What follows belongs to an exercise in optimizing a design on an open flow for small area, a short achievable clock period and few clock cycles; a production flow would make more cautious choices.
Only simulation tests tie the RTL to the original design; equivalence was not proved.
Power figures rest on the tool's default switching activity, not on a simulated workload.

**flow/config.mk**
```make
export PLATFORM = sky130hd
export DESIGN_NAME = region_slot_table_core
export DESIGN_NICKNAME = region_slot_table_core
export VERILOG_FILES = /design/flow/design.v
export SDC_FILE = /design/flow/constraint.sdc
export NUM_CORES = 4
export LEC_CHECK = 0
export CAP_MARGIN = 25
export CORE_MARGIN = 2
export CORE_UTILIZATION = 45
export CTS_CLUSTER_DIAMETER = 100
export CTS_CLUSTER_SIZE = 20
export SETUP_SLACK_MARGIN = 3.2
export SLEW_MARGIN = 20
```
**flow/constraint.sdc**
```tcl
create_clock -name core_clock -period 6.0 [get_ports {clk_i}]
set_input_delay 1.2000 -clock core_clock [delete_from_list [all_inputs] [get_ports {clk_i}]]
set_output_delay 1.2000 -clock core_clock [all_outputs]
set_load 0.01 [all_outputs]
```
**flow/design.v**
```verilog
package rslot_pkg;
  localparam int POS_W    = 16;
  localparam int CMD_W    = 2;
  localparam int STATUS_W = 3;
  localparam int SLOT_W   = 6;
  localparam int OCC_W    = 7;
  localparam int RADIUS_W = 7;
  localparam logic [RADIUS_W-1:0] RADIUS_RST = 7'd8;
  localparam logic [CMD_W-1:0] CMD_LOOKUP = 2'd0;
  localparam logic [CMD_W-1:0] CMD_LOAD   = 2'd1;
  localparam logic [CMD_W-1:0] CMD_UNLOAD = 2'd2;
  localparam logic [CMD_W-1:0] CMD_EVICT  = 2'd3;
  localparam logic [STATUS_W-1:0] ST_OK      = 3'd0;
  localparam logic [STATUS_W-1:0] ST_PRESENT = 3'd1;
  localparam logic [STATUS_W-1:0] ST_ABSENT  = 3'd2;
  localparam logic [STATUS_W-1:0] ST_FULL    = 3'd3;
  localparam logic [STATUS_W-1:0] ST_EVICTED = 3'd4;
  localparam logic [STATUS_W-1:0] ST_NONE    = 3'd5;
endpackage
import rslot_pkg::*;
module rslot_ctrl #(
  parameter int N = 64
) (
  input  logic [N-1:0] v_i,
  output logic [N-1:0] oh_o
);
  logic [N-1:0] below;
  always_comb begin
    below[0] = 1'b0;
    for (int i = 1; i < N; i = i + 1) begin
      below[i] = below[i-1] | v_i[i-1];
    end
  end
  assign oh_o = v_i & ~below;
endmodule
import rslot_pkg::*;
module rslot_dp (
  input  logic [rslot_pkg::POS_W-1:0] x_i,
  input  logic [rslot_pkg::POS_W-1:0] y_i,
  input  logic [rslot_pkg::POS_W-1:0] lx_i,
  input  logic [rslot_pkg::POS_W-1:0] hx_i,
  input  logic [rslot_pkg::POS_W-1:0] ly_i,
  input  logic [rslot_pkg::POS_W-1:0] hy_i,
  output logic [5:0]                  part_o
);
  function automatic logic ge8(input logic [7:0] a, input logic [7:0] b);
    logic [7:0] g, e;
    logic [3:0] g2, e2;
    logic [1:0] g4, e4;
    g = a & ~b;
    e = ~(a ^ b);
    for (int i = 0; i < 4; i = i + 1) begin
      g2[i] = g[2*i+1] | (e[2*i+1] & g[2*i]);
      e2[i] = e[2*i+1] & e[2*i];
    end
    for (int i = 0; i < 2; i = i + 1) begin
      g4[i] = g2[2*i+1] | (e2[2*i+1] & g2[2*i]);
      e4[i] = e2[2*i+1] & e2[2*i];
    end
    ge8 = g4[1] | (e4[1] & (g4[0] | e4[0]));
  endfunction
  function automatic logic [2:0] part(input logic [15:0] v, input logic [15:0] l,
                                      input logic [15:0] h);
    logic [15:0] u;
    logic        le;
    u       = {~v[15], v[14:0]};
    le      = ge8(h[7:0], u[7:0]);
    part[2] = (u[15:8] == l[15:8]) && ge8(u[7:0], l[7:0]);
    part[1] = le;
    part[0] = (u[15:8] == h[15:8]) && le;
  endfunction
  assign part_o = {part(x_i, lx_i, hx_i), part(y_i, ly_i, hy_i)};
endmodule
import rslot_pkg::*;
module region_slot_table_core #(
  parameter int SLOTS = 64
) (
  input  logic                                 clk_i,
  input  logic                                 rst_ni,
  input  logic                                 start,
  output logic                                 busy,
  input  logic [rslot_pkg::CMD_W-1:0]          command_i,
  input  logic signed [rslot_pkg::POS_W-1:0]   pos_x_i,
  input  logic signed [rslot_pkg::POS_W-1:0]   pos_y_i,
  input  logic signed [rslot_pkg::POS_W-1:0]   center_x_i,
  input  logic signed [rslot_pkg::POS_W-1:0]   center_y_i,
  input  logic                                 cfg_we_i,
  input  logic [rslot_pkg::RADIUS_W-1:0]       cfg_wdata_i,
  output logic                                 valid_o,
  output logic [rslot_pkg::STATUS_W-1:0]       status_o,
  output logic [rslot_pkg::SLOT_W-1:0]         slot_o,
  output logic signed [rslot_pkg::POS_W-1:0]   out_x_o,
  output logic signed [rslot_pkg::POS_W-1:0]   out_y_o,
  output logic [rslot_pkg::OCC_W-1:0]          occupied_count_o,
  output logic                                 last_o
);
  localparam int IW = $clog2(SLOTS);
  localparam int CW = $clog2(SLOTS + 1);
  localparam int NG = 16;            
  localparam int GS = SLOTS / NG;    
  localparam int GW = $clog2(NG);
  localparam int SW = $clog2(GS);
  function automatic logic [IW-1:0] enc64(input logic [SLOTS-1:0] oh);
    logic [IW-1:0] r;
    r = '0;
    for (int i = 0; i < SLOTS; i = i + 1) begin
      if (oh[i]) r = r | IW'(i);
    end
    enc64 = r;
  endfunction
  function automatic logic [SW-1:0] encg(input logic [GS-1:0] oh);
    logic [SW-1:0] r;
    r = '0;
    for (int i = 0; i < GS; i = i + 1) begin
      if (oh[i]) r = r | SW'(i);
    end
    encg = r;
  endfunction
  function automatic logic [GW-1:0] encgrp(input logic [NG-1:0] oh);
    logic [GW-1:0] r;
    r = '0;
    for (int i = 0; i < NG; i = i + 1) begin
      if (oh[i]) r = r | GW'(i);
    end
    encgrp = r;
  endfunction
  logic [RADIUS_W-1:0]      radius_q;
  logic [SLOTS-1:0]         used_q, used_d;
  logic [CW-1:0]            cnt_q, cnt_d;
  logic signed [POS_W-1:0]  cam_x_q [SLOTS];
  logic signed [POS_W-1:0]  cam_y_q [SLOTS];
  logic                     busy_q, busy_d;
  logic                     acc;
  logic                     a_vld_q, a_stall;
  logic [CMD_W-1:0]         a_cmd_q;
  logic signed [POS_W-1:0]  a_px_q, a_py_q;    
  logic [SLOTS-1:0]         m_d;
  logic                     a_go, ev_start, a_is_ev, a_is_ev_d;
  logic                     eq_ab;
  logic                     b_vld_q;
  logic [CMD_W-1:0]         b_cmd_q;
  logic signed [POS_W-1:0]  b_px_q, b_py_q;
  logic [SLOTS-1:0]         b_match_q;
  logic                     b_hit, free_any, b_ld, b_ul, b_wr, b_ulhit;
  logic [SLOTS-1:0]         free_oh, set_b, clr_b;
  localparam logic [1:0] EV_IDLE = 2'd0, EV_RUN = 2'd1, EV_FLUSH = 2'd3;
  logic [1:0]               ev_st_q, ev_st_d;
  logic [GW-1:0]            ev_p_q;      
  logic [NG-1:0]            ev_poh_q;    
  logic                     ev_pv_q;     
  logic [NG-1:0]            g_used, g_after, g_next;
  logic [POS_W-1:0]         hx_q, lx_q, hy_q, ly_q;
  logic                     nex_q, ney_q;
  logic [POS_W:0]           hx_d, lx_d, hy_d, ly_d;
  logic signed [POS_W-1:0]  mx [GS];
  logic signed [POS_W-1:0]  my [GS];
  logic [GS-1:0]            mused;
  logic                     dv_q, dlast_q;
  logic [GW-1:0]            dg_q;
  logic signed [POS_W-1:0]  dx_q [GS];
  logic signed [POS_W-1:0]  dy_q [GS];
  logic [GS-1:0]            dused_q;
  logic [5:0]               cpart [GS];
  logic [GS-1:0]            cfar;
  logic                     ev_q, elast_q;
  logic [GW-1:0]            eg_q;
  logic signed [POS_W-1:0]  ex_q [GS];
  logic signed [POS_W-1:0]  ey_q [GS];
  logic [GS-1:0]            efar_q, far_sel;
  logic                     ev_found, ev_more, ev_adv, ev_end, ev_done;
  logic [SLOTS-1:0]         clr_e;
  logic                     pend_vld_q;
  logic [SLOT_W-1:0]        pend_slot_q;
  logic signed [POS_W-1:0]  pend_x_q, pend_y_q;
  logic [OCC_W-1:0]         pend_occ_q;
  logic [SLOT_W-1:0]        ev_slot;
  logic signed [POS_W-1:0]  ev_x, ev_y;
  logic                     valid_q, valid_d;
  logic [STATUS_W-1:0]      status_q, status_d;
  logic [SLOT_W-1:0]        slot_q, slot_d;
  logic signed [POS_W-1:0]  out_x_q, out_x_d, out_y_q, out_y_d;
  logic [OCC_W-1:0]         occ_q, occ_d;
  logic                     last_q, last_d;
  always_ff @(posedge clk_i or negedge rst_ni) begin
    if (!rst_ni) begin
      radius_q <= RADIUS_RST;
    end else if (cfg_we_i) begin
      radius_q <= cfg_wdata_i;
    end
  end
  assign acc = start & ~busy_q;
  assign a_is_ev  = (a_cmd_q == CMD_EVICT);
  assign a_stall  = a_vld_q && (ev_st_q != EV_IDLE) && (a_is_ev || !ev_done);
  assign a_go     = a_vld_q && !a_is_ev && !a_stall;
  assign ev_start = a_vld_q && a_is_ev && (ev_st_q == EV_IDLE);
  always_ff @(posedge clk_i or negedge rst_ni) begin
    if (!rst_ni) begin
      a_vld_q <= 1'b0;
      busy_q  <= 1'b0;
    end else begin
      a_vld_q <= acc | a_stall;
      busy_q  <= busy_d;
    end
  end
  assign a_is_ev_d = acc ? (command_i == CMD_EVICT) : a_is_ev;
  assign busy_d    = (acc | a_stall) && (ev_st_d != EV_IDLE) && (a_is_ev_d || (ev_st_d != EV_FLUSH));
  always_ff @(posedge clk_i) begin
    if (!busy_q) begin
      a_cmd_q <= command_i;
      a_px_q  <= (command_i == CMD_EVICT) ? center_x_i : pos_x_i;
      a_py_q  <= (command_i == CMD_EVICT) ? center_y_i : pos_y_i;
    end
  end
  assign eq_ab = (a_px_q == b_px_q) && (a_py_q == b_py_q);
  always_comb begin
    for (int i = 0; i < SLOTS; i = i + 1) begin
      m_d[i] = (used_q[i] && !clr_b[i] && (cam_x_q[i] == a_px_q) && (cam_y_q[i] == a_py_q)) ||
               (set_b[i] && eq_ab);
    end
  end
  always_ff @(posedge clk_i or negedge rst_ni) begin
    if (!rst_ni) begin
      b_vld_q <= 1'b0;
    end else begin
      b_vld_q <= a_go;
    end
  end
  always_ff @(posedge clk_i) begin
    b_cmd_q   <= a_cmd_q;
    b_px_q    <= a_px_q;
    b_py_q    <= a_py_q;
    b_match_q <= m_d;
  end
  rslot_ctrl #(.N(SLOTS)) u_free (
    .v_i  (~used_q),
    .oh_o (free_oh)
  );
  assign b_hit    = |b_match_q;
  assign free_any = ~&used_q;
  assign b_ld     = b_vld_q && (b_cmd_q == CMD_LOAD);
  assign b_ul     = b_vld_q && (b_cmd_q == CMD_UNLOAD);
  assign b_wr     = b_ld && !b_hit && free_any;
  assign b_ulhit  = b_ul && b_hit;
  assign set_b    = b_wr ? free_oh : '0;
  assign clr_b    = b_ul ? b_match_q : '0;
  always_ff @(posedge clk_i) begin
    for (int i = 0; i < SLOTS; i = i + 1) begin
      if (b_ld && !used_q[i]) begin
        cam_x_q[i] <= b_px_q;
        cam_y_q[i] <= b_py_q;
      end
    end
  end
  always_comb begin
    for (int j = 0; j < GS; j = j + 1) begin
      mx[j]    = '0;
      my[j]    = '0;
      mused[j] = 1'b0;
      for (int g = 0; g < NG; g = g + 1) begin
        if (ev_poh_q[g]) begin
          mx[j]    = mx[j] | cam_x_q[g * GS + j];
          my[j]    = my[j] | cam_y_q[g * GS + j];
          mused[j] = mused[j] | used_q[g * GS + j];
        end
      end
    end
  end
  for (genvar j = 0; j < GS; j = j + 1) begin : g_chk
    rslot_dp u_chk (
      .x_i    (dx_q[j]),
      .y_i    (dy_q[j]),
      .lx_i   (lx_q),
      .hx_i   (hx_q),
      .ly_i   (ly_q),
      .hy_i   (hy_q),
      .part_o (cpart[j])
    );
  end
  function automatic logic near(input logic [2:0] p, input logic ne);
    near = (p[2] && (p[1] || ne)) || (p[0] && ne);
  endfunction
  always_comb begin
    for (int j = 0; j < GS; j = j + 1) begin
      cfar[j] = dv_q && dused_q[j] && !(near(cpart[j][5:3], nex_q) && near(cpart[j][2:0], ney_q));
    end
  end
  rslot_ctrl #(.N(GS)) u_sel (
    .v_i  (efar_q),
    .oh_o (far_sel)
  );
  assign ev_found = (ev_st_q == EV_RUN) && (|efar_q);
  assign ev_more  = |(efar_q & ~far_sel);
  assign ev_adv   = (ev_st_q == EV_RUN) && !ev_more;
  assign ev_end   = (ev_st_q == EV_RUN) && ev_q && elast_q && !ev_more;
  assign ev_done  = (ev_end && !ev_found) || (ev_st_q == EV_FLUSH);
  always_comb begin
    for (int g = 0; g < NG; g = g + 1) begin
      g_used[g] = |used_q[g * GS +: GS];
    end
    g_after[0] = 1'b0;
    for (int g = 1; g < NG; g = g + 1) begin
      g_after[g] = g_after[g-1] | ev_poh_q[g-1];
    end
  end
  rslot_ctrl #(.N(NG)) u_next (
    .v_i  (g_used & g_after),
    .oh_o (g_next)
  );
  always_comb begin
    ev_st_d = ev_st_q;
    case (ev_st_q)
      EV_IDLE:  if (ev_start) ev_st_d = EV_RUN;
      EV_RUN:   if (ev_end) ev_st_d = ev_found ? EV_FLUSH : EV_IDLE;
      default:  ev_st_d = EV_IDLE;
    endcase
  end
  always_ff @(posedge clk_i or negedge rst_ni) begin
    if (!rst_ni) begin
      ev_st_q    <= EV_IDLE;
      ev_p_q     <= '0;
      ev_poh_q   <= '0;
      ev_pv_q    <= 1'b0;
      dv_q       <= 1'b0;
      ev_q       <= 1'b0;
      efar_q     <= '0;
      pend_vld_q <= 1'b0;
    end else begin
      ev_st_q <= ev_st_d;
      if (ev_start) begin
        ev_p_q   <= '0;
        ev_poh_q <= NG'(1);
        ev_pv_q  <= 1'b1;
        dv_q     <= 1'b0;
        ev_q     <= 1'b0;
        efar_q   <= '0;
      end else if (ev_adv) begin
        ev_p_q   <= encgrp(g_next);
        ev_poh_q <= g_next;
        ev_pv_q  <= |(g_used & g_after);
        dv_q     <= ev_pv_q;
        ev_q     <= dv_q;
        efar_q   <= cfar;
      end else if (ev_found) begin
        efar_q   <= efar_q & ~far_sel;
      end
      if (ev_found) begin
        pend_vld_q <= 1'b1;
      end else if (ev_done) begin
        pend_vld_q <= 1'b0;
      end
    end
  end
  always_ff @(posedge clk_i) begin
    if (ev_start) begin
      lx_q  <= lx_d[POS_W] ? '0 : lx_d[POS_W-1:0];
      hx_q  <= hx_d[POS_W] ? '1 : hx_d[POS_W-1:0];
      nex_q <= (lx_d[POS_W] ? 8'h00 : lx_d[POS_W-1:8]) != (hx_d[POS_W] ? 8'hff : hx_d[POS_W-1:8]);
      ly_q  <= ly_d[POS_W] ? '0 : ly_d[POS_W-1:0];
      hy_q  <= hy_d[POS_W] ? '1 : hy_d[POS_W-1:0];
      ney_q <= (ly_d[POS_W] ? 8'h00 : ly_d[POS_W-1:8]) != (hy_d[POS_W] ? 8'hff : hy_d[POS_W-1:8]);
    end
    if (ev_adv) begin
      dg_q    <= ev_p_q;
      dlast_q <= !(|(g_used & g_after));
      dused_q <= mused;
      eg_q    <= dg_q;
      elast_q <= dlast_q;
      for (int j = 0; j < GS; j = j + 1) begin
        dx_q[j] <= mx[j];
        dy_q[j] <= my[j];
        ex_q[j] <= dx_q[j];
        ey_q[j] <= dy_q[j];
      end
    end
  end
  assign lx_d = {1'b0, ~a_px_q[POS_W-1], a_px_q[POS_W-2:0]} - {{(POS_W + 1 - RADIUS_W){1'b0}}, radius_q};
  assign hx_d = {1'b0, ~a_px_q[POS_W-1], a_px_q[POS_W-2:0]} + {{(POS_W + 1 - RADIUS_W){1'b0}}, radius_q};
  assign ly_d = {1'b0, ~a_py_q[POS_W-1], a_py_q[POS_W-2:0]} - {{(POS_W + 1 - RADIUS_W){1'b0}}, radius_q};
  assign hy_d = {1'b0, ~a_py_q[POS_W-1], a_py_q[POS_W-2:0]} + {{(POS_W + 1 - RADIUS_W){1'b0}}, radius_q};
  always_comb begin
    ev_x = '0;
    ev_y = '0;
    for (int j = 0; j < GS; j = j + 1) begin
      if (far_sel[j]) begin
        ev_x = ev_x | ex_q[j];
        ev_y = ev_y | ey_q[j];
      end
    end
  end
  assign ev_slot = {eg_q, encg(far_sel)};
  always_ff @(posedge clk_i) begin
    if (ev_found) begin
      pend_slot_q <= ev_slot;
      pend_x_q    <= ev_x;
      pend_y_q    <= ev_y;
      pend_occ_q  <= OCC_W'(cnt_q - CW'(1));
    end
  end
  always_comb begin
    clr_e = '0;
    for (int i = 0; i < SLOTS; i = i + 1) begin
      clr_e[i] = ev_found && (eg_q == GW'(i / GS)) && far_sel[i % GS];
    end
  end
  always_comb begin
    used_d = (used_q & ~clr_b & ~clr_e) | set_b;
    cnt_d  = cnt_q;
    if (b_wr) begin
      cnt_d = cnt_q + CW'(1);
    end else if (b_ulhit || ev_found) begin
      cnt_d = cnt_q - CW'(1);
    end
  end
  always_ff @(posedge clk_i or negedge rst_ni) begin
    if (!rst_ni) begin
      used_q <= '0;
      cnt_q  <= '0;
    end else begin
      used_q <= used_d;
      cnt_q  <= cnt_d;
    end
  end
  always_comb begin
    valid_d = b_vld_q || (ev_found && pend_vld_q) || ev_done;
    last_d  = b_vld_q || !ev_found;
    if (b_vld_q) begin
      occ_d = OCC_W'(cnt_d);
      case (b_cmd_q)
        CMD_LOAD:   status_d = b_hit ? ST_PRESENT : (free_any ? ST_OK : ST_FULL);
        default:    status_d = b_hit ? ST_OK : ST_ABSENT;
      endcase
      if (b_hit) begin
        slot_d  = enc64(b_match_q);
        out_x_d = b_px_q;
        out_y_d = b_py_q;
      end else if (b_wr) begin
        slot_d  = enc64(free_oh);
        out_x_d = b_px_q;
        out_y_d = b_py_q;
      end else begin
        slot_d  = '0;
        out_x_d = '0;
        out_y_d = '0;
      end
    end else if (pend_vld_q) begin
      status_d = ST_EVICTED;
      slot_d   = pend_slot_q;
      out_x_d  = pend_x_q;
      out_y_d  = pend_y_q;
      occ_d    = pend_occ_q;
    end else begin
      status_d = ST_NONE;
      slot_d   = '0;
      out_x_d  = '0;
      out_y_d  = '0;
      occ_d    = OCC_W'(cnt_q);
    end
  end
  always_ff @(posedge clk_i or negedge rst_ni) begin
    if (!rst_ni) begin
      valid_q <= 1'b0;
    end else begin
      valid_q <= valid_d;
    end
  end
  always_ff @(posedge clk_i) begin
    status_q <= status_d;
    slot_q   <= slot_d;
    out_x_q  <= out_x_d;
    out_y_q  <= out_y_d;
    occ_q    <= occ_d;
    last_q   <= last_d;
  end
  assign busy             = busy_q;
  assign valid_o          = valid_q;
  assign status_o         = status_q;
  assign slot_o           = slot_q;
  assign out_x_o          = out_x_q;
  assign out_y_o          = out_y_q;
  assign occupied_count_o = occ_q;
  assign last_o           = last_q;
endmodule
```
**flow/run.sh**
```bash
#!/bin/bash
# synth_recipe.tcl (not shown) runs the flow's synth.tcl, then flattens the netlist and writes it again
# the make line also repeats each setting of config.mk as NAME=value (left out here)
make -C /OpenROAD-flow-scripts/flow DESIGN_CONFIG=/design/flow/config.mk WORK_HOME=/design/flow/orfs CLKGATE_MAP_FILE= SYNTH_SCRIPT=/design/flow/synth_recipe.tcl finish
```
==> results of run 1 <==
## cells by family after synthesis
| family | synth area share, % |
|---|---|
| compound gates | 10.6 |
| mux | 0.459 |
| fa+ha+maj | 1.62 |
| flops | 62.5 |
| buf+inv | 2.18 |
| simple gates | 7.26 |
| xor+xnor | 15.4 |
## state kept, by name, indices dropped and copies added, names as in the netlist, 16 cells and up
name / cells
out_x_q: 16
ey_q: 64
hx_q: 16
cam_y_q: 1024
b_match_q: 64
ex_q: 64
a_px_q: 16
pend_x_q: 16
a_py_q: 16
dy_q: 64
cam_x_q: 1024
ev_poh_q: 16
used_q: 64
lx_q: 16
pend_y_q: 16
b_px_q: 16
dx_q: 64
out_y_q: 16
ly_q: 16
b_py_q: 16
hy_q: 16
## what timing repair did
item	4_1_cts	5_1_grt
buffers inserted	253	158
gates resized for setup	599	358
pin swaps	114	128
setup endpoints to repair	664	498
gates cloned	30	23
## Yosys cell counts (36+ instances only)
| cell type | n |
|---|---|
| a21boi_0 | 41 |
| a21oi_1 | 78 |
| a221oi_1 | 529 |
| a22o_1 | 563 |
| a22oi_1 | 36 |
| buf_1 | 136 |
| clkbuf_1 | 455 |
| dfrtp_1 | 111 |
| dfxtp_1 | 147 |
| edfxtp_1 | 2463 |
| ha_1 | 158 |
| inv_1 | 121 |
| mux2_2 | 44 |
| nand2_1 | 213 |
| nand3_1 | 99 |
| nand4_1 | 704 |
| nor2_1 | 214 |
| nor3_1 | 57 |
| nor4_1 | 195 |
| o211ai_1 | 44 |
| o21ai_0 | 194 |
| xnor2_1 | 2130 |
| xor2_1 | 111 |
## per-layer routing
metal	up-vias	routed length [um]	track usage [%]
li1	37000	-	-
met1	52400	266000	63.9
met2	10900	296000	68.7
met3	2540	134000	24.7
met4	90	71500	33.4
met5	-	1080	1.07
## cell type report
type	instances	area, um2	share of cell area, %
repair inverters	3	26.3	0.0175
flip-flops and latches	2722	80000	53.3
clock inverters	25	323	0.215
diodes	66	165	0.110
well taps	3743	4680	3.12
repair buffers	959	10800	7.17
clock buffers	248	4510	3.01
multi-input cells	5808	49000	32.7
inverters	123	508	0.339
## worst max-delay path: stages (launching register included)
cell and delay [ns]:
edfxtp_1 0.59, buf_12 0.28, xnor2_1 0.65, nand4_1 0.31, nor4_4 0.72, nand4_1 0.26
o21ai_0 0.12
## stage by stage
step           std cells  utilization [%]  total power [W]  instance area (um2)  setup WS [ns]
2_1_floorplan       9254                -           0.0379               128000           3.15
3_3_place_gp       12900             48.1           0.0493               136000           1.58
3_5_place_dp       12900             48.1           0.0494               136000           1.48
4_1_cts            13400             51.8           0.0630               146000           2.88
5_1_grt            13600             53.1           0.0660               150000           2.94
6_report           13700             53.2           0.0660               150000           2.72
## report_power, final
| group | internal [W] | switching (W) | total (W) |
|---|---|---|---|
| logic | 0.00726 | 0.0168 | 0.0241 |
| clock network | 0.00545 | 0.00706 | 0.0125 |
| registers | 0.0257 | 0.00369 | 0.0294 |
| total | 0.0384 | 0.0276 | 0.0660 |
## worst paths after layout
| check | startpoint | end | slack, ns | cells after the start |
|---|---|---|---|---|
| max in group asynchronous | rst_ni | used_q[48]$_DFF_PN0_ | 4.57 | 2 |
| hold / removal | rst_ni | radius_q[2]$_DFFE_PN0P_ | 0.20 | 1 |
| min in group core_clock | dg_q[3]$_DFFE_PP_ | eg_q[3]$_DFFE_PP_ | 0.43 | 0 |
| hold reg to reg | dg_q[3]$_DFFE_PP_ | eg_q[3]$_DFFE_PP_ | 0.43 | 0 |
| setup reg to reg | a_px_q[15]$_DFFE_PN_ | b_match_q[6]$_DFF_P_ | 2.72 | 6 |
| setup / recovery | a_px_q[15]$_DFFE_PN_ | b_match_q[6]$_DFF_P_ | 2.72 | 6 |
==> run summary, run 1 <==
Syn Inst Count: 9254
Post-route DRC violation count: 0
Period utilisation layout: 54.6%
Worst Path Required: 6.88 ns
Worst-path clk slew: 0.10 ns
P per Cell Area: 440 nW/um2
Port buffer count: 127
Antenna Nets Post-Route: 0
Die span in y: 536 um
Share of synthesized registers carrying an async set or reset: 4.11%
Netlist cell types: 83
CP endpoint kind: register
Status: timing/DRC/antenna clean
Mapped Avg Cell Area: 13.8 um2
FF+latch count, synth: 2722
Gr usage total: 50.8%
Clk latency of the worst-skew pair: 0.96 ns
Vias per cell: 7.51
Drt pass-1 iters: 7
Leakage: 47.7 nW
Total grt overflow: 0
CTS tree: done
CP Class: register to register
DR vias: 103k
Mapped cell area: 128000 um2
Worst hold path class: input port to async pin
GP Congestion: 1.06
Die X: 536 um
Sequential area share after synthesis: 62.5%
Hpwl dp: 502000 um
Final hold violation count: 0
Worst vdd ir: 0.000328 V
Layout area overhead: 17.6%
Final Routed Wirelength: 768000 um
Crit Path Max Fanout: 45
Max cap viols: 0
CTS Hold Buffers Added: 0
Die area: 288000 um2
Setup-failing EPs final: 0
Peak Freq: 305 MHz
Pin count of the biggest net entering global routing: 95
IO Pins: 128
Cts bufs inserted: 164
Detailed Route Iter0 Violations: 22.5k
Min Hold Slack: 0.205 ns
Vias in the first global route: 91.4k
RSZ-0062 raised after global routing: yes
Tmin final: 3.28 ns
Max-slew headroom: 7.66%
Crit start category: register
Slew Viols, Final: 0
WL/cell: 56.1 um
Worst EP arrival: 4.15 ns
TNS Setup: 0 ns
Starting Density: 45.2%
Ys Warns: 22
First-pass GRT wire length: 949000 um
Slew @ Worst Pin: 1.39 ns
Fin Clk Skew: 0.0578 ns
Longest Clk Path Bufs: 4
Syn nets: 9493
Clk sinks: 2722
Synth Flop Type: edfxtp_1
Most frequent cells in the layout: edfxtp_1, xnor2_1, nand4_1
Commonest non-fill, non-tap cell in the layout: edfxtp_1
Core area: 282000 um2
Fill count: 23.8k
Max H-tree Level: 4
Final nets: 10.0k
Area contributors post-synth: edfxtp_1, xnor2_1, a22o_1
Initial antenna violation count: 117
Layout cells sized above 1: 17.6%
Leading area contributor after synthesis: edfxtp_1
Cell row count: 195
Root buf cell: clkbuf_16
Share of the synthesized area in the top cell type: 58.0%
Post-synth EDFFs: 2463
Testbench counts, summed over its fixed seeds: cycles 17,125.
==> inputs of run 2 (changes only) <==
--- a/flow/design.v
+++ b/flow/design.v
@@ -136,5 +136,5 @@
   logic signed [POS_W-1:0]  a_px_q, a_py_q;    
   logic [SLOTS-1:0]         m_d;
-  logic                     a_go, ev_start, a_is_ev, a_is_ev_d;
+  logic                     a_go, ev_start, a_is_ev, a_is_ev_d, done_d;
   logic                     eq_ab;
   logic                     b_vld_q;
@@ -168,5 +168,5 @@
   logic signed [POS_W-1:0]  ey_q [GS];
   logic [GS-1:0]            efar_q, far_sel;
-  logic                     ev_found, ev_more, ev_adv, ev_end, ev_done;
+  logic                     ev_found, ev_more, ev_adv, ev_end, ev_done, ev_fast, ev_fin;
   logic [SLOTS-1:0]         clr_e;
   logic                     pend_vld_q;
@@ -204,5 +204,6 @@
   end
   assign a_is_ev_d = acc ? (command_i == CMD_EVICT) : a_is_ev;
-  assign busy_d    = (acc | a_stall) && (ev_st_d != EV_IDLE) && (a_is_ev_d || (ev_st_d != EV_FLUSH));
+  assign done_d    = (ev_st_d == EV_FLUSH) || (ev_adv && dv_q && dlast_q && !(|cfar));
+  assign busy_d    = (acc | a_stall) && (ev_st_d != EV_IDLE) && (a_is_ev_d || !done_d);
   always_ff @(posedge clk_i) begin
     if (!busy_q) begin
@@ -291,11 +292,19 @@
   assign ev_found = (ev_st_q == EV_RUN) && (|efar_q);
   assign ev_more  = |(efar_q & ~far_sel);
-  assign ev_adv   = (ev_st_q == EV_RUN) && !ev_more;
+  assign ev_fast  = !(b_vld_q && ((b_cmd_q == CMD_LOAD) || (b_cmd_q == CMD_UNLOAD)));
+  assign ev_adv   = ((ev_st_q == EV_RUN) && !ev_more) || (ev_start && ev_fast);
+  assign ev_fin   = (ev_st_q != EV_IDLE) && (ev_st_d == EV_IDLE);
   assign ev_end   = (ev_st_q == EV_RUN) && ev_q && elast_q && !ev_more;
   assign ev_done  = (ev_end && !ev_found) || (ev_st_q == EV_FLUSH);
-  always_comb begin
-    for (int g = 0; g < NG; g = g + 1) begin
-      g_used[g] = |used_q[g * GS +: GS];
+  always_ff @(posedge clk_i or negedge rst_ni) begin
+    if (!rst_ni) begin
+      g_used <= '0;
+    end else begin
+      for (int g = 0; g < NG; g = g + 1) begin
+        g_used[g] <= |used_d[g * GS +: GS];
+      end
     end
+  end
+  always_comb begin
     g_after[0] = 1'b0;
     for (int g = 1; g < NG; g = g + 1) begin
@@ -319,6 +328,6 @@
       ev_st_q    <= EV_IDLE;
       ev_p_q     <= '0;
-      ev_poh_q   <= '0;
-      ev_pv_q    <= 1'b0;
+      ev_poh_q   <= NG'(1);
+      ev_pv_q    <= 1'b1;
       dv_q       <= 1'b0;
       ev_q       <= 1'b0;
@@ -327,5 +336,5 @@
     end else begin
       ev_st_q <= ev_st_d;
-      if (ev_start) begin
+      if (ev_fin) begin
         ev_p_q   <= '0;
         ev_poh_q <= NG'(1);
--- a/flow/config.mk
+++ b/flow/config.mk
@@ -6,5 +6,5 @@
 export NUM_CORES = 4
 export LEC_CHECK = 0
-export CAP_MARGIN = 25
+export CAP_MARGIN = 40
 export CORE_MARGIN = 2
 export CORE_UTILIZATION = 45
@@ -12,3 +12,4 @@
 export CTS_CLUSTER_SIZE = 20
 export SETUP_SLACK_MARGIN = 3.2
-export SLEW_MARGIN = 20
+export SLEW_MARGIN = 40
+export TNS_END_PERCENT = 10
==> run summary, run 2 <==
Leakage: 50.3 nW
Max stage delay on crit path: 0.90 ns
Max-slew headroom: 26.0%
Worst slack at placement: 1.49 ns
Fill count: 23.8k
Max H-tree Level: 4
Starting Density: 45.1%
Ys Warns: 22
DR vias: 105k
Clk sinks: 2737
Final nets: 10.2k
Layout area overhead: 18.0%
Cell row count: 196
Tmin final: 3.39 ns
First-pass GRT wire length: 965000 um
CP Class: register to register
CP top delay family: simple AND/OR/NAND/NOR gates
Share of the synthesized area in the top cell type: 57.6%
Most frequent cells in the layout: edfxtp_1, xnor2_1, xor2_1
Peak Freq: 295 MHz
Post-synth EDFFs: 2463
Clk latency of the worst-skew pair: 0.95 ns
Min Hold Slack: 0.211 ns
WL/cell: 55.1 um
Worst EP arrival: 4.24 ns
Mapped cell area: 128000 um2
GP Congestion: 1.10
R2R Setup Slk: 2.61 ns
Placed instance area: 138000 um2
R2r startpoint: a_px_q[15]$_DFFE_PN_
R2r endpoint: b_match_q[38]$_DFF_P_
Netlist cell types: 91
Share of synthesized registers carrying an async set or reset: 4.64%
Initial antenna violation count: 130
TNS Setup: 0 ns
Detailed Route Iter0 Violations: 23.5k
Crit path to: b_match_q[38]$_DFF_P_
Drt pass-1 iters: 10
Max cap viols: 0
Pin count of the biggest net entering global routing: 73
Most frequent cells after synthesis: edfxtp_1, xnor2_1, xor2_1, a22o_1, nand4_1
Worst vdd ir: 0.000271 V
Synth Flop Type: edfxtp_1
Mapped Avg Cell Area: 13.8 um2
Final Routed Wirelength: 765000 um
FF+latch count, synth: 2737
IO Pins: 128
Port buffer count: 127
Slowest-stage cell, CP: nor3_1
Period utilisation layout: 56.5%
Leading area contributor after synthesis: edfxtp_1
Core area: 284000 um2
Slew Viols, Final: 0
Longest Clk Path Bufs: 4
Sequential area share after synthesis: 62.4%
Total power: 0.0646 W
Commonest non-fill, non-tap cell in the layout: edfxtp_1
Gr usage total: 51.3%
RSZ-0062 raised after global routing: yes
Slew @ Worst Pin: 1.11 ns
Worst-path clk slew: 0.10 ns
Cell count along the critical path: 6
CP endpoint kind: register
Final hold violation count: 0
Worst hold path class: input port to async pin
Vias in the first global route: 94.4k
Fin Clk Skew: 0.0547 ns
Worst Path Required: 6.85 ns
Total grt overflow: 0
Post-route DRC violation count: 0
Area contributors post-synth: edfxtp_1, xnor2_1, xor2_1
CTS tree: done
Layout cells sized above 1: 17.3%
Most frequent cell after synthesis: edfxtp_1
Top Registers: cam_x_q (1024), cam_y_q (1024)
Critical path origin: a_px_q[15]$_DFFE_PN_
Syn nets: 9570
Cts bufs inserted: 163
CP Cell Sequence: buf_12, xnor2_1, nand4_1, nor3_1, nand4_1, o32ai_1
Most common cell on crit path: nand4_1
Die X: 538 um
Die span in y: 538 um
Root buf cell: clkbuf_16
CTS Hold Buffers Added: 0
Crit start category: register
Die area: 290000 um2
Worst reg2reg path depth: 6
Hpwl dp: 511000 um
Crit Path Max Fanout: 7
CP Buf/Inv Count: 1
Vias per cell: 7.55
Post-route cell area: 151000 um2
Status: timing/DRC/antenna clean
P per Cell Area: 427 nW/um2
Syn Inst Count: 9329
Antenna Nets Post-Route: 0
Setup ws final: 2.61 ns
Setup-failing EPs final: 0
==> run 2: layer usage <==
| layer | track usage, % | wire [um] | vias to the layer above | part of all wire (%) |
|---|---|---|---|---|
| met4 | 39.3 | 78400 | 78 | 10 |
| met2 | 68.2 | 294000 | 11600 | 38 |
| li1 | - | - | 37400 | - |
| met3 | 27.5 | 135000 | 2904 | 18 |
| met5 | 0.543 | 835 | - | 0.11 |
| met1 | 61.6 | 256000 | 52700 | 33 |
==> run 2: area by class of cell <==
type	count	area, um2	area share (%)
diodes	84	210	0.139
clock buffers	259	4630	3.06
clock inverters	18	249	0.164
inverters	136	542	0.358
multi-input cells	5866	49200	32.5
flip-flops and latches	2737	80400	53.1
well taps	3762	4710	3.11
repair buffers	1014	11500	7.61
repair inverters	1	16.3	0.0107
==> run 2: cells by family after synthesis <==
family / synth area share (%)
adders and majority gates: 1.63
xor gates and xnor gates: 15.4
DFF: 62.4
AOI/OAI and AO/OA: 10.7
muxes: 0.389
and+or+nand+nor: 7.37
buffers and inverters: 2.16
==> run 2: worst register-to-register path, cell delays in order (launching register included) <==
cell and delay [ns]:
edfxtp_1 0.44, buf_12 0.23, xnor2_1 0.79, nand4_1 0.45, nor3_1 0.90, nand4_1 0.31
o32ai_1 0.19
==> run 2: repair_timing <==
| action | in CTS | in global routing |
|---|---|---|
| buffers inserted | 303 | 78 |
| pin swaps | 150 | 71 |
| gates resized for setup | 615 | 173 |
| gates cloned | 35 | 4 |
| endpoints found under the setup margin | 2551 | 578 |
==> run 2: how the worst min path moves through the flow <==
stage	start	to	slack, ns	cells past startpoint
4_1_cts	rst_ni	radius_q[6]$_DFFE_PN0P_	0.22	1
5_1_grt	rst_ni	radius_q[2]$_DFFE_PN0P_	0.26	1
3_5_place_dp	a_cmd_q[0]$_DFFE_PN_	b_cmd_q[0]$_DFF_P_	0.40	0
3_3_place_gp	dg_q[2]$_DFFE_PN_	eg_q[2]$_DFFE_PN_	0.40	0
2_1_floorplan	a_px_q[10]$_DFFE_PN_	b_px_q[10]$_DFF_P_	0.35	0
6_report	rst_ni	radius_q[2]$_DFFE_PN0P_	0.21	1
==> run 2: power breakdown <==
group / switching (W) / internal, W / leakage (nW)
Clock: 0.00710 / 0.00551 / 2.34
Combinational: 0.0155 / 0.00693 / 22.4
Sequential: 0.00393 / 0.0256 / 25.5
Total: 0.0266 / 0.0381 / 50.3
==> run 2: metrics by stage <==
stage / instances / utilization, %
floorplan: 9329 / -
global placement: 13000 / 47.9
detailed placement: 13100 / 48.3
CTS: 13700 / 52.5
global route: 13800 / 53.2
finish: 13900 / 53.2
Testbench counts of run 2, summed over its fixed seeds: cycles 16,747.
==> inputs of run 3 (changes only) <==
--- a/flow/config.mk
+++ b/flow/config.mk
@@ -8,8 +8,8 @@
 export CAP_MARGIN = 40
 export CORE_MARGIN = 2
-export CORE_UTILIZATION = 45
+export CORE_UTILIZATION = 50
 export CTS_CLUSTER_DIAMETER = 100
 export CTS_CLUSTER_SIZE = 20
-export SETUP_SLACK_MARGIN = 3.2
+export SETUP_SLACK_MARGIN = 3.4
 export SLEW_MARGIN = 40
 export TNS_END_PERCENT = 10
==> run summary, run 3 <==
DR vias: 109k
Crit Path Max Fanout: 8
Mapped Avg Cell Area: 13.8 um2
Worst slack at placement: 1.57 ns
CP Cell Sequence: buf_12, buf_16, buf_16, xnor2_2, nand4_1, nor4_2, nand4_1, o32ai_2
Final Routed Wirelength: 772000 um
Antenna Nets Post-Route: 0
Synth Flop Type: edfxtp_1
Cts bufs inserted: 161
Most frequent cell after synthesis: edfxtp_1
Post-Route Utilization: 61.2%
Layout area overhead: 22.1%
Mapped cell area: 128000 um2
Max cap viols: 0
Setup ws final: 2.70 ns
Worst vdd ir: 0.000307 V
Hpwl dp: 508000 um
Commonest non-fill, non-tap cell in the layout: edfxtp_1
Final hold violation count: 0
Slew @ Worst Pin: 1.12 ns
Slowest-stage cell, CP: nand4_1
GP Congestion: 1.11
Area contributors post-synth: edfxtp_1, xnor2_1, xor2_1
WL/cell: 56.0 um
RSZ-0062 raised after global routing: yes
Post-synth EDFFs: 2463
Cell row count: 186
Post-route DRC violation count: 0
Clk sinks: 2737
Clk latency of the worst-skew pair: 0.94 ns
Sequential area share after synthesis: 62.4%
Ys Warns: 22
Core area: 256000 um2
Leading area contributor after synthesis: edfxtp_1
TNS Setup: 0 ns
Crit start category: register
Worst Path Required: 6.80 ns
Detailed Route Iter0 Violations: 24.9k
FF+latch count, synth: 2737
Syn nets: 9570
Max H-tree Level: 4
Most frequent cells after synthesis: edfxtp_1, xnor2_1, xor2_1, a22o_1, nand4_1
Tmin final: 3.30 ns
Gr usage total: 54.5%
Most frequent cells in the layout: edfxtp_1, xnor2_1, xor2_1
CTS tree: done
Setup-failing EPs final: 0
Share of synthesized registers carrying an async set or reset: 4.64%
Worst EP arrival: 4.10 ns
Period utilisation layout: 55.0%
Max stage delay on crit path: 0.81 ns
Final nets: 10.4k
CP Buf/Inv Count: 3
Initial antenna violation count: 125
Drt pass-1 iters: 13
CTS Hold Buffers Added: 0
CP top delay family: simple AND/OR/NAND/NOR gates
Top Registers: cam_x_q (1024), cam_y_q (1024)
Port buffer count: 127
First-pass GRT wire length: 933000 um
CP Class: register to register
P per Cell Area: 418 nW/um2
Layout cells sized above 1: 21.9%
Vias per cell: 7.89
Fin Clk Skew: 0.0804 ns
IO Pins: 128
Die span in y: 511 um
Die X: 511 um
Starting Density: 50.2%
Max-slew headroom: 25.2%
Total grt overflow: 0
Root buf cell: clkbuf_16
Share of the synthesized area in the top cell type: 57.6%
Netlist cell types: 91
Worst hold path class: input port to async pin
CP endpoint kind: register
Status: timing/DRC/antenna clean
Longest Clk Path Bufs: 3
Pin count of the biggest net entering global routing: 88
Syn Inst Count: 9329
Vias in the first global route: 93.2k
Leakage: 52.6 nW
Worst-path clk slew: 0.10 ns
Slew Viols, Final: 0
Die area: 261000 um2
Peak Freq: 303 MHz
==> run 3: worst paths after layout <==
check	startpoint	endpoint	slack, ns	cells after the start
setup reg to reg	a_py_q[1]$_DFFE_PN_	b_match_q[58]$_DFF_P_	2.70	8
setup / recovery	a_py_q[1]$_DFFE_PN_	b_match_q[58]$_DFF_P_	2.70	8
max in group asynchronous	rst_ni	used_q[56]$_DFF_PN0_	4.78	2
min in group core_clock	dg_q[0]$_DFFE_PN_	eg_q[0]$_DFFE_PN_	0.43	0
hold reg to reg	dg_q[0]$_DFFE_PN_	eg_q[0]$_DFFE_PN_	0.43	0
hold / removal	rst_ni	used_q[43]$_DFF_PN0_	0.19	1
==> run 3: cells by family after synthesis <==
family          after synthesis  synth area share (%)
buf+inv                     730                  2.16
mux                          45                 0.389
simple gates               1695                  7.37
compound gates             1704                  10.7
fa+ha+maj                   165                  1.63
xor+xnor                   2253                  15.4
flops                      2737                  62.4
==> run 3: metal layers <==
metal  share of wire (%)  track usage [%]  up-vias
met5                0.35             1.94        -
met4                  11             39.3      114
met3                  19             30.1     3602
met2                  37             72.0    13000
met1                  32             66.4    53900
li1                    -                -    38000
==> run 3: report_power, final <==
part	leakage (nW)	total [W]	switching [W]	internal (W)
sequential	25.5	0.0294	0.00380	0.0256
combinational	24.8	0.0238	0.0162	0.00763
clock	2.33	0.0123	0.00707	0.00527
total	52.6	0.0656	0.0270	0.0385
==> run 3: cell type report <==
class / instances / area (um2)
Fill cell: 19600 / 99200
Sequential cell: 2737 / 80400
Multi-Input combinational cell: 5864 / 51100
Timing Repair Buffer: 1271 / 15300
Clock buffer: 258 / 4480
Tap cell: 3384 / 4230
Inverter: 136 / 558
Clock inverter: 27 / 417
Antenna cell: 97 / 243
Timing Repair inverter: 1 / 16.3
==> run 3: repair_timing <==
item	4_1_cts	5_1_grt
setup buffers	231	371
gates resized for setup	510	898
setup endpoints to repair	1904	1770
pin swaps	128	224
gates cloned	27	47
==> run 3: stage by stage <==
stage | cells | power, W | cell area (um2) | hold WS (ns)
floorplan | 9329 | 0.0365 | 129000 | 0.346
global placement | 12600 | 0.0469 | 136000 | 0.405
detailed placement | 12700 | 0.0473 | 137000 | 0.399
CTS | 13200 | 0.0604 | 147000 | 0.165
global route | 13700 | 0.0654 | 157000 | 0.222
finish | 13800 | 0.0656 | 157000 | 0.190
==> inputs of run 4 (changes only) <==
--- a/flow/design.v
+++ b/flow/design.v
@@ -135,4 +135,5 @@
   logic [CMD_W-1:0]         a_cmd_q;
   logic signed [POS_W-1:0]  a_px_q, a_py_q;    
+  logic signed [POS_W-1:0]  a_px2_q, a_py2_q;  
   logic [SLOTS-1:0]         m_d;
   logic                     a_go, ev_start, a_is_ev, a_is_ev_d, done_d;
@@ -213,9 +214,20 @@
     end
   end
+  always_ff @(posedge clk_i) begin
+    if (!busy_q || !a_vld_q) begin
+      a_px2_q <= (command_i == CMD_EVICT) ? center_x_i : pos_x_i;
+      a_py2_q <= (command_i == CMD_EVICT) ? center_y_i : pos_y_i;
+    end
+  end
   assign eq_ab = (a_px_q == b_px_q) && (a_py_q == b_py_q);
   always_comb begin
     for (int i = 0; i < SLOTS; i = i + 1) begin
-      m_d[i] = (used_q[i] && !clr_b[i] && (cam_x_q[i] == a_px_q) && (cam_y_q[i] == a_py_q)) ||
-               (set_b[i] && eq_ab);
+      if (i < SLOTS / 2) begin
+        m_d[i] = (used_q[i] && !clr_b[i] && (cam_x_q[i] == a_px_q) && (cam_y_q[i] == a_py_q)) ||
+                 (set_b[i] && eq_ab);
+      end else begin
+        m_d[i] = (used_q[i] && !clr_b[i] && (cam_x_q[i] == a_px2_q) && (cam_y_q[i] == a_py2_q)) ||
+                 (set_b[i] && eq_ab);
+      end
     end
   end
--- a/flow/config.mk
+++ b/flow/config.mk
@@ -11,5 +11,5 @@
 export CTS_CLUSTER_DIAMETER = 100
 export CTS_CLUSTER_SIZE = 20
-export SETUP_SLACK_MARGIN = 3.4
+export SETUP_SLACK_MARGIN = 3.3
 export SLEW_MARGIN = 40
 export TNS_END_PERCENT = 10
==> run summary, run 4 <==
Status: timing/DRC/antenna clean
Die X: 513 um
RSZ-0062 raised after global routing: yes
Worst Path Required: 6.47 ns
Slew Viols, Final: 0
Period utilisation layout: 57.7%
Fill count: 20.3k
Syn nets: 9646
Tmin final: 3.46 ns
Clk sinks: 2769
Ys Warns: 22
GP Congestion: 1.14
CP top delay family: compound AO/OA/AOI/OAI gates
CP Cell Sequence: buf_4, buf_4, a221oi_1, nand4_1
Total power: 0.0666 W
Max stage delay on crit path: 0.84 ns
CTS tree: done
Worst EP arrival: 3.94 ns
Gr usage total: 56.7%
Leakage: 50.3 nW
Mapped Avg Cell Area: 13.8 um2
First-pass GRT wire length: 969000 um
FF+latch count, synth: 2769
Leading area contributor after synthesis: edfxtp_1
Layout area overhead: 16.8%
Non-filler cells in the finished layout: 13.5k
DP Cell Count: 12.7k
Setup-failing EPs final: 0
Root buf cell: clkbuf_16
Antenna Nets Post-Route: 0
Worst reg2reg path depth: 4
Share of the synthesized area in the top cell type: 57.9%
Mapped cell area: 129000 um2
Crit Path Max Fanout: 18
Die area: 263000 um2
R2r endpoint: dy_q[2][15]$_DFFE_PN_
Hpwl dp: 521000 um
Core area: 257000 um2
Worst hold path class: input port to async pin
Area contributors post-synth: edfxtp_1, xor2_1, xnor2_1
Post-synth EDFFs: 2495
Max H-tree Level: 4
Initial antenna violation count: 128
CP Class: register to register
Sequential area share after synthesis: 62.6%
WL/cell: 57.3 um
Vias in the first global route: 96.2k
Layout cells sized above 1: 16.9%
Slew @ Worst Pin: 1.11 ns
Worst-path clk slew: 0.10 ns
Max-slew headroom: 25.2%
Total grt overflow: 0
Worst vdd ir: 0.000447 V
Slowest-stage cell, CP: a221oi_1
Clk latency of the worst-skew pair: 0.94 ns
Post-route cell area: 151000 um2
Starting Density: 50.3%
Synth Flop Type: edfxtp_1
Detailed Route Iter0 Violations: 24.8k
Post-route DRC violation count: 0
Commonest non-fill, non-tap cell in the layout: edfxtp_1
CP Buf/Inv Count: 2
Pin count of the biggest net entering global routing: 98
Share of synthesized registers carrying an async set or reset: 4.59%
Cts bufs inserted: 170
Syn Inst Count: 9405
Drt pass-1 iters: 14
Vias per cell: 8.02
Most common cell on crit path: buf_4
Fin Clk Skew: 0.0832 ns
R2R Setup Slk: 2.54 ns
Multi-input gate area: 49100 um2
CP endpoint kind: register
Netlist cell types: 84
DR vias: 108k
TNS Setup: 0 ns
P per Cell Area: 440 nW/um2
R2r startpoint: ev_poh_q[3]$_DFFE_PN0P_
Port buffer count: 127
Peak Freq: 289 MHz
Placed instance area: 138000 um2
Most frequent cell after synthesis: edfxtp_1
Longest Clk Path Bufs: 4
Top Registers: cam_x_q (1024), cam_y_q (1024)
Final nets: 10.2k
Crit start category: register
Most frequent cells after synthesis: edfxtp_1, xor2_1, xnor2_1, a22o_1, a221oi_1
Final Routed Wirelength: 776000 um
Most frequent cells in the layout: edfxtp_1, xor2_1, xnor2_1
IO Pins: 128
Area occupied by registers: 81300 um2
Max cap viols: 0
Final hold violation count: 0
Die span in y: 513 um
Cell row count: 186
[run 4: worst register-to-register path, stage by stage, from the launching register on]
cell and delay (ns):
dfrtp_4 0.71, buf_4 0.39, buf_4 0.40, a221oi_1 0.86, nand4_1 0.65
[run 4: area by class of cell]
type	instances	share of cell area [%]
diodes	101	0.167
clock buffers	267	3.07
clock inverters	22	0.151
inverters	134	0.353
multi-input cells	5877	32.5
flip-flops and latches	2769	53.8
well taps	3384	2.80
repair buffers	971	7.19
[run 4: cell families after synthesis]
logic type / after synthesis / synth area share [%]
simple gates: 1706 / 7.29
flops: 2769 / 62.6
xor+xnor: 2249 / 15.2
mux: 50 / 0.424
buf+inv: 760 / 2.26
fa+ha+maj: 164 / 1.61
compound gates: 1707 / 10.6
[run 4: repair_timing]
| action | in CTS | in global routing |
|---|---|---|
| pin swaps | 135 | 82 |
| cloned | 23 | 9 |
| resized for setup | 490 | 265 |
| setup endpoints to repair | 2068 | 2244 |
| buffers inserted | 181 | 163 |
| hold buffers | 0 | 0 |
[run 4: power breakdown]
part           switching (W)  internal, W  leakage [nW]  total [W]
sequential           0.00351       0.0260          25.8     0.0295
combinational         0.0176      0.00694          22.1     0.0245
clock                0.00707      0.00541          2.32     0.0125
[run 4: worst max path at each step]
stage / depth (start not counted) / startpoint / to
floorplan: 11 / used_q[6]$_DFF_PN0_ / g_used[5]$_DFF_PN0_
global placement: 9 / used_q[4]$_DFF_PN0_ / g_used[7]$_DFF_PN0_
detailed placement: 9 / used_q[4]$_DFF_PN0_ / g_used[7]$_DFF_PN0_
CTS: 1 / slot_q[0]$_DFF_P_ / slot_o[0]
global route: 9 / used_q[4]$_DFF_PN0_ / g_used[11]$_DFF_PN0_
finish: 4 / ev_poh_q[3]$_DFFE_PN0P_ / dy_q[2][15]$_DFFE_PN_
[run 4: stage by stage]
stage | hold slack, ns | utilization [%] | setup WS [ns]
global placement | 0.353 | 53.3 | 1.55
floorplan | 0.339 | - | 2.99
finish | 0.222 | 58.8 | 2.54
CTS | 0.212 | 57.3 | 2.69
global route | 0.246 | 58.7 | 2.63
detailed placement | 0.370 | 53.7 | 1.56
[run 4: layer usage]
| layer | track usage (%) | routed length, um |
|---|---|---|
| met4 | 48.7 | 90100 |
| met5 | 4.89 | 2760 |
| met2 | 73.3 | 291000 |
| met3 | 35.0 | 147000 |
| met1 | 64.5 | 244000 |
Testbench counts of run 4, summed over its fixed seeds: cycles 16,747.
==> inputs of run 5 (changes only) <==
--- a/flow/config.mk
+++ b/flow/config.mk
@@ -8,8 +8,8 @@
 export CAP_MARGIN = 40
 export CORE_MARGIN = 2
-export CORE_UTILIZATION = 50
+export CORE_UTILIZATION = 45
 export CTS_CLUSTER_DIAMETER = 100
 export CTS_CLUSTER_SIZE = 20
-export SETUP_SLACK_MARGIN = 3.3
+export SETUP_SLACK_MARGIN = 3.2
 export SLEW_MARGIN = 40
 export TNS_END_PERCENT = 10
==> run summary, run 5 <==
Netlist cell types: 84
Status: timing/DRC/antenna clean
RSZ-0062 raised after global routing: yes
Share of the synthesized area in the top cell type: 57.9%
Layout cells sized above 1: 16.3%
TNS Setup: 0 ns
Syn nets: 9646
Vias in the first global route: 94.8k
Setup ws final: 2.45 ns
Sequential area share after synthesis: 62.6%
CTS Hold Buffers Added: 0
Slew @ Worst Pin: 1.15 ns
Core area: 286000 um2
Worst hold path class: input port to async pin
Worst reg2reg path depth: 6
Synth Flop Type: edfxtp_1
Final hold violation count: 0
Initial antenna violation count: 113
IO Pins: 128
Detailed Route Iter0 Violations: 22.0k
Total grt overflow: 0
Post-route DRC violation count: 0
Most frequent cell after synthesis: edfxtp_1
GP Congestion: 1.10
Crit Path Max Fanout: 20
Commonest non-fill, non-tap cell in the layout: edfxtp_1
Fill count: 23.9k
Post-route cell area: 151000 um2
Worst Path Required: 6.84 ns
Layout area overhead: 16.4%
Final nets: 10.1k
Cts bufs inserted: 167
Placed instance area: 139000 um2
Setup-failing EPs final: 0
Hpwl dp: 530000 um
Top Registers: cam_x_q (1024), cam_y_q (1024)
Port buffer count: 127
CP endpoint kind: register
Drt pass-1 iters: 10
Post-synth EDFFs: 2495
R2R Setup Slk: 2.45 ns
Mapped cell area: 129000 um2
Die span in y: 540 um
Ys Warns: 22
Leakage: 49.8 nW
Post-Route Utilization: 52.8%
First-pass GRT wire length: 970000 um
Period utilisation layout: 59.1%
Antenna Nets Post-Route: 0
Worst EP arrival: 4.39 ns
WL/cell: 55.8 um
Slew Viols, Final: 0
Pin count of the biggest net entering global routing: 122
Min Hold Slack: 0.166 ns
CTS tree: done
Crit start category: register
Syn Inst Count: 9405
Max H-tree Level: 4
Peak Freq: 282 MHz
Most frequent cells in the layout: edfxtp_1, xor2_1, xnor2_1
Most frequent cells after synthesis: edfxtp_1, xor2_1, xnor2_1, a22o_1, a221oi_1
Longest Clk Path Bufs: 4
Tmin final: 3.55 ns
Gr usage total: 51.0%
Clk latency of the worst-skew pair: 0.97 ns
R2r endpoint: b_match_q[0]$_DFF_P_
Final Routed Wirelength: 776000 um
Root buf cell: clkbuf_16
Share of synthesized registers carrying an async set or reset: 4.59%
Vias per cell: 7.57
FF+latch count, synth: 2769
Fin Clk Skew: 0.0709 ns
Max cap viols: 0
Clk sinks: 2769
Worst slack at placement: 1.55 ns
Leading area contributor after synthesis: edfxtp_1
R2r startpoint: a_py_q[13]$_DFFE_PN_
Starting Density: 45.3%
Mapped Avg Cell Area: 13.8 um2
Area contributors post-synth: edfxtp_1, xor2_1, xnor2_1
DR vias: 105k
CP Class: register to register
Cell row count: 196
Die X: 540 um
P per Cell Area: 436 nW/um2
Worst vdd ir: 0.000407 V
Worst-path clk slew: 0.09 ns
Max-slew headroom: 22.3%
Critical path origin: a_py_q[13]$_DFFE_PN_
Die area: 292000 um2
## run 5: logic make-up after synthesis
family                     Yosys count  synth area share [%]
DFF                               2769                  62.6
xor gates and xnor gates          2249                  15.2
AOI/OAI and AO/OA                 1707                  10.6
and+or+nand+nor                   1706                  7.29
buffers and inverters              760                  2.26
adders and majority gates          164                  1.61
muxes                               50                 0.424
## run 5: where the power goes
group	internal, W	switching (W)
sequential	0.0260	0.00365
combinational	0.00660	0.0169
clock	0.00538	0.00717
## run 5: repair_timing
action                                  in CTS  in global routing
setup buffers                              154                151
endpoints found under the setup margin    1393               1417
gates cloned                                20                  6
pin swaps                                   86                 54
gates resized for setup                    317                227
## run 5: metal layers
metal	wire [um]	global-route usage, %	share of wire (%)	vias to the layer above
met2	295000	67.1	38	11700
met3	139000	28.1	18	3174
li1	-	-	-	37500
met5	1900	2.19	0.24	-
met1	259000	60.7	33	52700
met4	81300	40.5	10	90
## run 5: final cells by class
type / instances / area (um2) / share of cell area, %
Inverter: 134 / 539 / 0.358
Tap cell: 3762 / 4710 / 3.12
Clock inverter: 26 / 258 / 0.171
Timing Repair Buffer: 955 / 10300 / 6.87
Clock buffer: 259 / 4590 / 3.04
Timing Repair inverter: 1 / 8.76 / 0.00581
Sequential cell: 2769 / 81300 / 53.9
Multi-Input combinational cell: 5876 / 48700 / 32.3
Antenna cell: 116 / 290 / 0.193
## run 5: how the worst max path moves through the flow
stage	endpoint	slack, ns	cells after the start
finish	b_match_q[0]$_DFF_P_	2.45	6
global route	g_used[15]$_DFF_PN0_	2.60	9
CTS	efar_q[2]$_DFFE_PN0P_	2.65	8
detailed placement	b_match_q[47]$_DFF_P_	1.55	10
global placement	b_match_q[31]$_DFF_P_	1.51	10
floorplan	g_used[5]$_DFF_PN0_	2.99	11
## run 5: metrics by stage
| stage | power, W | std cells |
|---|---|---|
| detailed placement | 0.0497 | 13100 |
| finish | 0.0657 | 13900 |
| floorplan | 0.0374 | 9405 |
| global placement | 0.0493 | 13100 |
| global route | 0.0656 | 13800 |
| CTS | 0.0623 | 13600 |
## run 5: critical path: stages, from the launching register on
cell and delay, ns:
edfxtp_1 0.62, buf_12 0.27, xnor2_2 0.58, nand4_1 0.66
nor4_2 0.45, nand4_1 0.38, o32ai_2 0.34

port drivers added, routing unchanged:
In the flow no input, the clock included, has a driving cell. The finished layouts below were timed again as built, in two steps.
Step 1, drivers: a clkbuf_16 drives clk_i and a buf_2 each remaining input, both assumed.
Step 2 also shifts input and output timing later by t, the mid clock arrival at the registers, as if the neighbouring blocks saw the same clock.
Three values: ideal ports, drivers, drivers and shift; two values: the first two.
run | t (ns) | setup WS [ns] | worst hold slack (ns) | worst register clock-pin slew, ns
run 1 | 1.035 | 2.723 / 2.723 / 2.723 | 0.205 / 0.139 / 0.429 | 0.10 / 0.10
run 2 | 1.043 | 2.610 / 2.610 / 2.610 | 0.211 / 0.145 / 0.426 | 0.11 / 0.11
run 3 | 1.019 | 2.702 / 2.702 / 2.702 | 0.190 / 0.182 / 0.426 | 0.10 / 0.10
run 4 | 1.013 | 2.536 / 2.536 / 2.536 | 0.222 / 0.146 / 0.392 | 0.10 / 0.10
run 5 | 1.031 | 2.451 / 2.451 / 2.451 | 0.166 / 0.106 / 0.375 | 0.10 / 0.10
After both steps every run listed still meets setup and hold.
